From an optimization exercise on the open Yosys and OpenROAD flow, aimed at small area, a short achievable clock period and few clock cycles; shortcuts taken in it are not production practice.
In this exercise RTL edits were held to simulation tests only and were not proved equivalent to the original.

--- design.v ---
package fcrla_pkg;
	localparam int MAX_SAMPLES = 4096;
	localparam int SAMPLE_BITS = 16;
	localparam int LANES    = 4;
	localparam int AVG_W    = 16;
	localparam int COUNT_W  = 13;
	localparam int TIME_W   = 32;
	localparam int IVAL_W   = 16;
	localparam int TALLY_W  = $clog2(MAX_SAMPLES + 1);          
	localparam int SUM_W    = SAMPLE_BITS + $clog2(MAX_SAMPLES);  
	localparam int REM_W    = SUM_W - AVG_W;                    
	localparam int STEPS    = AVG_W / 2;                        
	localparam int CNT_W    = $clog2(STEPS);
	localparam int IN_W     = 104;
	localparam int OUT_W    = 80;
	localparam logic [IVAL_W-1:0] EMIT_INTERVAL_RESET = IVAL_W'(1000);
endpackage
module fcrla_lane (
	input  logic                              clk,
	input  logic                              acc_zero,  
	input  logic                              add,
	input  logic [fcrla_pkg::SAMPLE_BITS-1:0] sample,
	input  logic                              load,
	input  logic                              step,
	input  logic [fcrla_pkg::TALLY_W-1:0]     divisor,
	output logic [fcrla_pkg::AVG_W-1:0]       avg
);
	localparam int SW = fcrla_pkg::SUM_W;
	localparam int RW = fcrla_pkg::REM_W;
	localparam int AW = fcrla_pkg::AVG_W;
	localparam int TW = fcrla_pkg::TALLY_W;
	logic [SW-1:0] acc_q;
	logic [SW-1:0] div_q;
	logic [SW-1:0] src;
	logic [TW-1:0] trial_a, trial_b;
	logic [TW:0]   diff_a, diff_b;
	logic          ge_a, ge_b;
	logic [RW-1:0] rem_a, rem_b;
	always_ff @(posedge clk) begin
		acc_q <= (acc_zero ? '0 : acc_q) + (add ? SW'(sample) : '0);
	end
	assign src = load ? acc_q : div_q;
	assign trial_a = {src[SW-1:AW], src[AW-1]};
	assign diff_a  = {1'b0, trial_a} - {1'b0, divisor};
	assign ge_a    = !diff_a[TW];
	assign rem_a   = ge_a ? diff_a[RW-1:0] : trial_a[RW-1:0];
	assign trial_b = {rem_a, src[AW-2]};
	assign diff_b  = {1'b0, trial_b} - {1'b0, divisor};
	assign ge_b    = !diff_b[TW];
	assign rem_b   = ge_b ? diff_b[RW-1:0] : trial_b[RW-1:0];
	always_ff @(posedge clk) begin
		if (load || step) begin
			div_q <= {rem_b, src[AW-3:0], ge_a, ge_b};
		end
	end
	assign avg = div_q[AW-1:0];
endmodule
module four_channel_rate_limited_averager_top (
	input  logic                          clk,
	input  logic                          arst_n,
	input  logic                          s_tvalid,
	output logic                          s_tready,
	input  logic [fcrla_pkg::IN_W-1:0]    s_tdata,
	input  logic [1:0]                    s_tuser,
	output logic                          m_tvalid,
	input  logic                          m_tready,
	output logic [fcrla_pkg::OUT_W-1:0]   m_tdata,
	input  logic                          cfg_we,
	input  logic [fcrla_pkg::IVAL_W-1:0]  cfg_data
);
	localparam int TW = fcrla_pkg::TALLY_W;
	logic [fcrla_pkg::IVAL_W-1:0] ival_q;
	logic                         stream_q;
	logic [fcrla_pkg::TIME_W-1:0] last_q;
	logic [TW-1:0]                tally_q;
	logic                         pend_q;    
	logic                         busy_q;    
	logic                         valid_q;   
	logic [fcrla_pkg::CNT_W-1:0]  cnt_q;
	logic [TW-1:0]                count_q;   
	logic                         accept;
	logic                         start;
	logic                         smp;
	logic                         hit;
	logic                         emit;
	logic                         div_free;
	logic                         load;
	logic                         zero;
	logic [TW-1:0]                tally_base;
	logic                         add;
	logic [TW-1:0]                divisor;
	logic [fcrla_pkg::TIME_W-1:0] now;
	logic [fcrla_pkg::AVG_W-1:0]  avg [fcrla_pkg::LANES];
	assign now      = s_tdata[32:1];
	assign div_free = !busy_q && !valid_q;
	assign load     = pend_q && div_free;
	assign s_tready = !pend_q || div_free;
	assign accept   = s_tvalid && s_tready;
	assign start    = accept && (s_tuser == 2'd1);
	assign smp      = accept && (s_tuser == 2'd0) && stream_q && s_tdata[0];
	assign zero     = load || start;
	assign tally_base = zero ? '0 : tally_q;
	assign add      = smp && !tally_base[TW-1];
	assign hit      = (now - last_q) >= fcrla_pkg::TIME_W'(ival_q);
	assign emit     = smp && hit;
	assign divisor  = load ? tally_q : count_q;
	genvar g;
	generate
		for (g = 0; g < fcrla_pkg::LANES; g++) begin : g_lane
			fcrla_lane u_lane (
				.clk      (clk),
				.acc_zero (zero),
				.add      (add),
				.sample   (s_tdata[33 + 16*g +: fcrla_pkg::SAMPLE_BITS]),
				.load     (load),
				.step     (busy_q),
				.divisor  (divisor),
				.avg      (avg[g])
			);
		end
	endgenerate
	always_ff @(posedge clk) begin
		tally_q <= tally_base + TW'(add);
	end
	always_ff @(posedge clk or negedge arst_n) begin
		if (!arst_n) begin
			ival_q <= fcrla_pkg::EMIT_INTERVAL_RESET;
		end else if (cfg_we) begin
			ival_q <= cfg_data;
		end
	end
	always_ff @(posedge clk or negedge arst_n) begin
		if (!arst_n) begin
			stream_q <= 1'b0;
		end else if (accept && s_tuser == 2'd1) begin
			stream_q <= 1'b1;
		end else if (accept && s_tuser == 2'd2) begin
			stream_q <= 1'b0;
		end
	end
	always_ff @(posedge clk or negedge arst_n) begin
		if (!arst_n) begin
			last_q <= '0;
		end else if (emit) begin
			last_q <= now;
		end
	end
	always_ff @(posedge clk or negedge arst_n) begin
		if (!arst_n) begin
			pend_q  <= 1'b0;
			busy_q  <= 1'b0;
			valid_q <= 1'b0;
		end else begin
			pend_q <= emit || (pend_q && !div_free);
			if (load) begin
				busy_q <= 1'b1;
			end else if (busy_q && cnt_q == fcrla_pkg::CNT_W'(fcrla_pkg::STEPS - 1)) begin
				busy_q <= 1'b0;
			end
			if (busy_q && cnt_q == fcrla_pkg::CNT_W'(fcrla_pkg::STEPS - 1)) begin
				valid_q <= 1'b1;
			end else if (m_tready) begin
				valid_q <= 1'b0;
			end
		end
	end
	always_ff @(posedge clk) begin
		if (load) begin
			cnt_q   <= fcrla_pkg::CNT_W'(1);
			count_q <= tally_q;
		end else if (busy_q) begin
			cnt_q <= cnt_q + fcrla_pkg::CNT_W'(1);
		end
	end
	assign m_tvalid = valid_q;
	assign m_tdata  = {3'b000, count_q, avg[3], avg[2], avg[1], avg[0]};
endmodule
--- run.sh ---
#!/bin/bash
# synth_recipe.tcl (not shown) runs the flow's synth.tcl, then flattens the netlist and writes it again
# the make line also repeats each setting of config.mk as NAME=value (left out here)
make -C /OpenROAD-flow-scripts/flow DESIGN_CONFIG=/design/flow/config.mk WORK_HOME=/design/flow/orfs CLKGATE_MAP_FILE= SYNTH_SCRIPT=/design/flow/synth_recipe.tcl finish
--- config.mk ---
export PLATFORM = sky130hd
export DESIGN_NAME = four_channel_rate_limited_averager_top
export DESIGN_NICKNAME = four_channel_rate_limited_averager_top
export VERILOG_FILES = /design/flow/design.v
export SDC_FILE = /design/flow/constraint.sdc
export NUM_CORES = 4
export LEC_CHECK = 0
export CAP_MARGIN = 20
export CORE_MARGIN = 2
export CORE_UTILIZATION = 40
export SLEW_MARGIN = 20
--- constraint.sdc ---
create_clock -name core_clock -period 5.5 [get_ports {clk}]
set_input_delay 1.1000 -clock core_clock [delete_from_list [all_inputs] [get_ports {clk}]]
set_output_delay 1.1000 -clock core_clock [all_outputs]
set_load 0.01 [all_outputs]
==> impl_metrics.env <==
export IMPL_htreeDepth=2
export IMPL_yosys_top_cells_area="edfxtp_1 14%, dfxtp_1 12%, ha_1 10%"
export IMPL_gp_congestion=0.915
export IMPL_min_period_ps=5640
export IMPL_cts_buffers=39
export IMPL_yosys_cell_count_top_type="nand2_1"
export IMPL_setup_viol_count_final=33
export IMPL_grt_pass1_vias=22300
export IMPL_crit_type="in2reg"
export IMPL_ys_flop_type="dfxtp_1"
export IMPL_failed_checks="negative setup slack"
export IMPL_nFillCells=5204
export IMPL_hp_class="reg2reg"
export IMPL_grt_usage=0.238
export IMPL_leakage_nw=14.4
export IMPL_worstSkewPairLatency_ps=580
export IMPL_slew_limit_headroom=0.358
export IMPL_p_per_area_nw_per_um2=735
export IMPL_drt_iter0_drc=1108
export IMPL_pwr_share_seq=0.168
export IMPL_cts_sinks=305
export IMPL_yosysSeqAreaShare=0.313
export IMPL_seq_area_sq_um=7500
export IMPL_synth_top_area_frac=0.141
export IMPL_grt_ovfl_total=0
export IMPL_fin_hold_ws_ps=480
export IMPL_status="complete, but fails checks"
export IMPL_route_final_wire_length_um=77700
export IMPL_setup_slack_ps=-140
export IMPL_clkTransAtPathRegs_ps=60
export IMPL_maxCapViolations=0
export IMPL_area_delta_synth_final_pct=37.1
export IMPL_die_w_um=249
export IMPL_cts_root_buf="clkbuf_16"
export IMPL_die_area_sq_um=61800
export IMPL_rsz0062_at_grt="yes"
export IMPL_worstPathMaxFanout=6
export IMPL_hold_viol_final=0
export IMPL_vias=22200
export IMPL_crit_path_end_kind="register"
export IMPL_fmax_ghz=0.177
export IMPL_p_switching_mw=9.91
export IMPL_port_buffers=198
export IMPL_ios=209
export IMPL_power_frac_comb=0.722
export IMPL_reg2reg_depth=25
export IMPL_worstPathArrival_ps=6070
export IMPL_synthesis_area_sq_um=23900
export IMPL_syn_area_per_cell_sq_um=8.60
export IMPL_clockBufferDepth=3
export IMPL_nets=3685
export IMPL_synth_top_area_cell="edfxtp_1"
export IMPL_tightest_slew_ps=960
export IMPL_ir_drop_mv=0.372
export IMPL_grt_pass1_wl_um=118000
export IMPL_drive_gt1_frac=0.261
export IMPL_multi_input_area_sq_um=16300
export IMPL_drv_slew=0
export IMPL_viasPerCell=5.35
export IMPL_synth_commonest_cells="416 x nand2_1, 199 x ha_1, 175 x a21oi_1, 162 x xnor2_1, 156 x inv_1"
export IMPL_skew_ps=40.5
export IMPL_min_path_cells=2
export IMPL_synth_seq_cells=305
export IMPL_start_util=0.405
export IMPL_synth_edf_count=112
export IMPL_wl_per_cell_um=18.7
export IMPL_p_sw_frac=0.411
export IMPL_cts_tree="done"
export IMPL_total_power_mw=24.1
export IMPL_yosysWarnings=3
export IMPL_row_count=89
export IMPL_ys_types=114
export IMPL_grt_max_degree=53
export IMPL_fp_dieH_um=249
export IMPL_antenna_found_initial=1
export IMPL_clockPowerShare=0.110
export IMPL_core_sq_um=59100
export IMPL_place_hpwl_um=56400
export IMPL_finalCritPeriodShare=1.03
export IMPL_drtAntennaViolNets=0
export IMPL_internal_power_mw=14.2
export IMPL_drt_pass1_iter_count=23
export IMPL_drc=0
export IMPL_cp_start_kind="primary input"
export IMPL_cp_data_required_time_ps=5930
export IMPL_ys_async_sr_fraction=0.170
export IMPL_syn_inst=2782
[cells in the final DEF, fill, tap and decap left out, types with 12 or more instances in the layout]
cell type and count:
maj3_2 12, o21ai_0 92, o21ai_1 20, nor3_1 31, nor2b_1 18, clkbuf_16 45
nand3_1 47, or3_1 37, nand2_1 406, xnor2_1 159, o21a_1 21, buf_4 438
mux2_4 45, a21o_1 60, o21bai_1 35, nand2b_1 29, buf_12 16, ha_1 166
o21ai_2 19, ha_4 25, and3_1 22, edfxtp_1 112, a31oi_1 13, mux2i_1 46
xor2_1 60, mux2i_2 12, buf_6 32, mux2_2 21, a211oi_1 13, clkdlybuf4s50_1 191
and2_1 149, a21oi_1 148, inv_1 148, o31ai_1 13, dfxtp_1 141, a21oi_2 24
nor2_1 129, dfrtp_1 45
[worst max-delay path, cell delays in order]
cell,delay [ps]
buf_2,120
buf_6,120
ha_4,220
nor2b_1,130
o21a_1,200
o21ai_2,200
a31oi_2,130
a22o_1,260
a21oi_2,200
nor2_2,80
xor2_1,150
ha_2,190
a2111oi_2,210
o221ai_1,170
or4_1,430
a221oi_2,170
o311ai_1,130
nor4_1,310
o2111ai_1,170
a2111oi_2,330
nand4_1,200
o21bai_4,240
buf_6,150
clkbuf_16,160
mux2_4,290
[through the flow]
| step | cells | instance area, sq um | utilization | TNS [ps] | setup WS [ps] |
|---|---|---|---|---|---|
| floorplan | 2784 | 24400 | - | -46900 | -917 |
| global placement | 3990 | 29400 | 0.498 | -49880 | -1180 |
| detailed placement | 3990 | 29400 | 0.498 | -59510 | -1320 |
| CTS | 4101 | 31300 | 0.530 | -8.25 | -7.27 |
| global route | 4159 | 32800 | 0.555 | -15790 | -445 |
| finish | 4159 | 32800 | 0.555 | -3410 | -140 |
[flip-flops by register name, indices dropped and copies added (netlist names), 3 cells and up]
signal and flops:
ival_q 16, count_q 13, g_lane.u_lane.div_q 112, last_q 32
tally_q 13, g_lane.u_lane.acc_q 112, cnt_q 3
[power by group through the flow]
stage	clock network (mW)	logic (mW)	registers, mW
floorplan	0	9.57	3.97
global placement	0	14.1	4.07
detailed placement	0	14.5	4.08
CTS	2.72	15.2	4.05
global route	2.80	18.8	4.14
finish	2.66	17.4	4.05
[what timing repair did]
item	in CTS	in global routing
hold buffers	0	0
endpoints found under the setup margin	72	120
buffers inserted	36	54
cloned	4	4
hold endpoints to repair	0	0
pin swaps	44	91
gates resized for setup	73	215
[cells by family (layout without fill, tap and decap cells)]
kind of cell    count (synthesis)  in the layout  synth area share
flops                         305            305             0.313
other cells                     1              4          0.000157
mux                           130            130            0.0588
compound gates                601            603             0.166
xor+xnor                      224            224            0.0826
simple gates                  976            976             0.198
fa+ha+maj                     219            219             0.115
buf+inv                       326            925            0.0659
[metal layers]
metal	track usage	vias to the layer above	wire length (um)
met4	0.0793	0	2670
met3	0.0420	167	4350
met2	0.415	596	37400
met5	0	-	0
li1	-	10800	-
met1	0.296	10600	33300
[area by class of cell]
class | count | share of cell area
multi-input cells | 2155 | 0.498
repair inverters | 1 | 0.000191
clock inverters | 13 | 0.00401
repair buffers | 690 | 0.185
flip-flops and latches | 305 | 0.229
diodes | 1 | 0.0000763
well taps | 773 | 0.0295
inverters | 162 | 0.0190
clock buffers | 59 | 0.0358
[path summary, 6_finish.rpt]
| kind | startpoint | end | slack (ps) |
|---|---|---|---|
| max in group asynchronous | arst_n | valid_q$_DFFE_PN0P_ | 4310 |
| min | g_lane[2].u_lane.acc_q[27]$_DFF_P_ | g_lane[2].u_lane.acc_q[27]$_DFF_P_ | 480 |
| min in group asynchronous | arst_n | last_q[7]$_DFFE_PN0P_ | 670 |
| min reg2reg | g_lane[2].u_lane.acc_q[27]$_DFF_P_ | g_lane[2].u_lane.acc_q[27]$_DFF_P_ | 480 |
| max reg2reg | valid_q$_DFFE_PN0P_ | g_lane[3].u_lane.div_q[17]$_DFFE_PP_ | -50 |
| max | s_tdata[2] | last_q[23]$_DFFE_PN0P_ | -140 |
Testbench counts, summed over its fixed seeds: cycles 15,879.

static timing again, ports no longer ideal:
No port has a modelled driver above. Below, the same layout with a new extraction and two added sets of constraints.
Step 1 assumes that a clkbuf_16 drives the clock port and a buf_2 every other input.
Step 2 adds t to the input delays and takes it off the output delays; t is the mean of the earliest and latest rising clock arrival at the registers after step 1. Input paths then give back, and output paths get back, about the clock's delay inside the block.
Slacks: no drivers / after step 1 / after step 2; pairs: no drivers / after step 1.
t, ns: 0.631
setup WS [ns]: -0.140 / -0.111 / -0.741
worst register clock-pin slew, ns: 0.06 / 0.06
For this run, drivers alone change the setup slack by +0.029 ns; drivers and shift together by -0.601 ns.
